Background: an optimization exercise with open tools, aiming at small area, a short achievable clock period and few clock cycles per item. Do not read the settings as production practice. The RTL was checked by simulation tests, not by an equivalence proof against the original design. Power is estimated from default activity; no workload was simulated.

== lane 4 ==
// fp_addsub_top
module fp_addsub_top (
  input  logic        clk,
  input  logic        rst_n,
  input  logic        in_req,
  output logic        in_ack,
  input  logic [64:0] in_op,      
  output logic        out_req,
  input  logic        out_ack,
  output logic [34:0] out_res     
);
==> flow/config.mk <==
export PLATFORM = sky130hd
export DESIGN_NAME = fp_addsub_top
export DESIGN_NICKNAME = fp_addsub_top
export VERILOG_FILES = /design/flow/design.v
export SDC_FILE = /design/flow/constraint.sdc
export NUM_CORES = 4
export LEC_CHECK = 0
export ABC_AREA = 1
export CAP_MARGIN = 20
export CORE_MARGIN = 2
export CORE_UTILIZATION = 40
export CTS_BUF_LIST = sky130_fd_sc_hd__clkbuf_8
export SETUP_SLACK_MARGIN = 3.9
export SLEW_MARGIN = 20
export TNS_END_PERCENT = 5
export BUFFER_PORTS_ARGS = -buffer_cell sky130_fd_sc_hd__buf_1
==> flow/constraint.sdc <==
create_clock -name core_clock -period 6.5 [get_ports {clk}]
set_input_delay 1.3000 -clock core_clock [delete_from_list [all_inputs] [get_ports {clk}]]
set_output_delay 1.3000 -clock core_clock [all_outputs]
set_load 0.01 [all_outputs]
standard.sh (not shown) runs the stock make flow with config.mk's settings and CLKGATE_MAP_FILE= SYNTH_SCRIPT=/design/flow/synth_recipe.tcl, a recipe that flattens the netlist after the stock synthesis.
==> flow/flow/run.sh <==
#!/bin/bash
set -e
echo 'export BUFFER_PORTS_ARGS = -buffer_cell sky130_fd_sc_hd__buf_1' >> config.mk
bash standard.sh > standard.log 2>&1
Testbench counts of lane 4, summed over its fixed seeds: cycles 9,608, items 3,200.
#### Input delta (lane 3 over lane 4)
--- a/flow/config.mk
+++ b/flow/config.mk
@@ -13 +13,2 @@
-export SETUP_SLACK_MARGIN = 3.9
+export GPL_ROUTABILITY_DRIVEN = 0
+export SETUP_SLACK_MARGIN = 3.6
Lane 3 reached the final stage; the timing, DRC and antenna checks on its layout passed.
Lane 3 gives more final area than lane 4 did.
After detailed routing, lane 4 needs less wire than lane 3.
Lane 3 gives more via count of the routed design than lane 4 did.

========
Setup of run 1:
fp_addsub_top again, from the RTL that the note above started with.
export LEC_CHECK = 0
export ABC_AREA = 1
export CAP_MARGIN = 20
export CORE_MARGIN = 2
export CORE_UTILIZATION = 40
export CTS_BUF_LIST = sky130_fd_sc_hd__clkbuf_8
export SETUP_SLACK_MARGIN = 3.3
export SLEW_MARGIN = 20
export TNS_END_PERCENT = 0
export BUFFER_PORTS_ARGS = -buffer_cell sky130_fd_sc_hd__buf_1
create_clock -name core_clock -period 6.5 [get_ports {clk}]
Scripts as last shown in full above: flow/flow/run.sh
The flow did not stop early for run 1: all stages ran, and the layout cleared the timing, DRC and antenna checks.
Testbench counts of run 1, summed over its fixed seeds: cycles 9,608, items 3,200.
Here is what was changed in the inputs of run 2 compared with run 1.
# run 1
export LEC_CHECK = 0
export ABC_AREA = 1
export CAP_MARGIN = 20
export CORE_MARGIN = 2
export CORE_UTILIZATION = 40
export CTS_BUF_LIST = sky130_fd_sc_hd__clkbuf_8
export SETUP_SLACK_MARGIN = 3.3
export SLEW_MARGIN = 20
export TNS_END_PERCENT = 0
export BUFFER_PORTS_ARGS = -buffer_cell sky130_fd_sc_hd__buf_1
create_clock -name core_clock -period 6.5 [get_ports {clk}]
# run 2
export LEC_CHECK = 0
export ABC_AREA = 1
export CAP_MARGIN = 10
export CORE_MARGIN = 2
export CORE_UTILIZATION = 40
export CTS_BUF_LIST = sky130_fd_sc_hd__clkbuf_8
export SETUP_SLACK_MARGIN = 3.6
export SLEW_MARGIN = 10
export TNS_END_PERCENT = 5
export BUFFER_PORTS_ARGS = -buffer_cell sky130_fd_sc_hd__buf_1
create_clock -name core_clock -period 6.5 [get_ports {clk}]
==> comparison <==
- Comparing run 1 against run 2, there is no change at all in cell depth of the worst hold path.
- Of run 1 and run 2, the lower arrival time of data at the critical path endpoint belongs to run 2.
- Relative to run 1, detailed placer's ending HPWL increased by 710 um in run 2.
- Run 2 completed every stage of the flow, and the final layout passed the timing, DRC and antenna checks.
- Run 2 reports its critical path capture point as sum2[17] while run 1 reports l_f1[11].
Relative to run 2, the following input files were edited for run 3:
# run 2
export LEC_CHECK = 0
export ABC_AREA = 1
export CAP_MARGIN = 10
export CORE_MARGIN = 2
export CORE_UTILIZATION = 40
export CTS_BUF_LIST = sky130_fd_sc_hd__clkbuf_8
export SETUP_SLACK_MARGIN = 3.6
export SLEW_MARGIN = 10
export TNS_END_PERCENT = 5
export BUFFER_PORTS_ARGS = -buffer_cell sky130_fd_sc_hd__buf_1
create_clock -name core_clock -period 6.5 [get_ports {clk}]
# run 3
export LEC_CHECK = 0
export ABC_AREA = 1
export CAP_MARGIN = 20
export CORE_MARGIN = 2
export CORE_UTILIZATION = 40
export CTS_BUF_LIST = sky130_fd_sc_hd__clkbuf_8
export PLACE_DENSITY = 0.75
export SETUP_SLACK_MARGIN = 3.6
export SLEW_MARGIN = 20
export TNS_END_PERCENT = 5
export BUFFER_PORTS_ARGS = -buffer_cell sky130_fd_sc_hd__buf_1
create_clock -name core_clock -period 6.5 [get_ports {clk}]
### Flow results
Maximum frequency on run 3 is down relative to run 2.
Run 3 reports a lower sequential share of power than run 2 does.
On final period demand of the worst path, the higher figure sits with run 3, not run 2.
Run 2 -> run 3: xor and xnor area share after synthesis delta 0, exact match
Area: run 3 vs run 2 -> run 3 larger
The inputs of run 4 differ from those of run 3 as listed below.
# run 3
export LEC_CHECK = 0
export ABC_AREA = 1
export CAP_MARGIN = 20
export CORE_MARGIN = 2
export CORE_UTILIZATION = 40
export CTS_BUF_LIST = sky130_fd_sc_hd__clkbuf_8
export PLACE_DENSITY = 0.75
export SETUP_SLACK_MARGIN = 3.6
export SLEW_MARGIN = 20
export TNS_END_PERCENT = 5
export BUFFER_PORTS_ARGS = -buffer_cell sky130_fd_sc_hd__buf_1
create_clock -name core_clock -period 6.5 [get_ports {clk}]
# run 4
export LEC_CHECK = 0
export ABC_AREA = 1
export CAP_MARGIN = 20
export CORE_MARGIN = 2
export CORE_UTILIZATION = 40
export CTS_BUF_LIST = sky130_fd_sc_hd__clkbuf_8
export SETUP_SLACK_MARGIN = 3.6
export SLEW_MARGIN = 20
export TNS_END_PERCENT = 0
export BUFFER_PORTS_ARGS = -buffer_cell sky130_fd_sc_hd__buf_1
create_clock -name core_clock -period 6.5 [get_ports {clk}]
==> run summary <==
NOTE met1 routed wirelength after detailed routing run 3->run 4 increased slightly
The lower multi-input logic portion of the cell area came out of run 3.
Compared to run 3, run 4 shows a wider setup margin.
For run 3, the end of the critical path was sum2[17], unlike run 4, where it was sum2[27].

-- re-timing with driven ports --
In the flow no input, the clock included, has a driving cell. The finished layouts below were timed again as built, in two steps.
Step 1 sets driving cells, clkbuf_16 on the clock port and buf_2 on the other inputs (assumed; they add their load-dependent delay and slew).
Step 2 moves the port delays by t, midway between the first and last clock arrival at a register: inputs arrive t later, outputs are due t later. That takes back most of the time a late clock gives input paths.
Three values: ideal, step 1, step 2; two values: the first two.
run	shift t [ns]	setup WS [ns]	pins driven straight from the clock port
lane 4	0.514	3.137 / 3.137 / 2.691	1
lane 3	0.532	3.028 / 3.028 / 2.725	1
run 1	0.515	3.094 / 3.101 / 2.596	1
run 2	0.508	3.101 / 3.101 / 2.775	1
run 3	0.507	2.961 / 2.961 / 2.621	1
run 4	0.528	3.165 / 3.165 / 2.734	1
After both steps setup and hold are still met in every run listed. For run 1, which loses most, drivers alone change the setup slack by +0.007 ns; drivers and shift together by -0.498 ns.
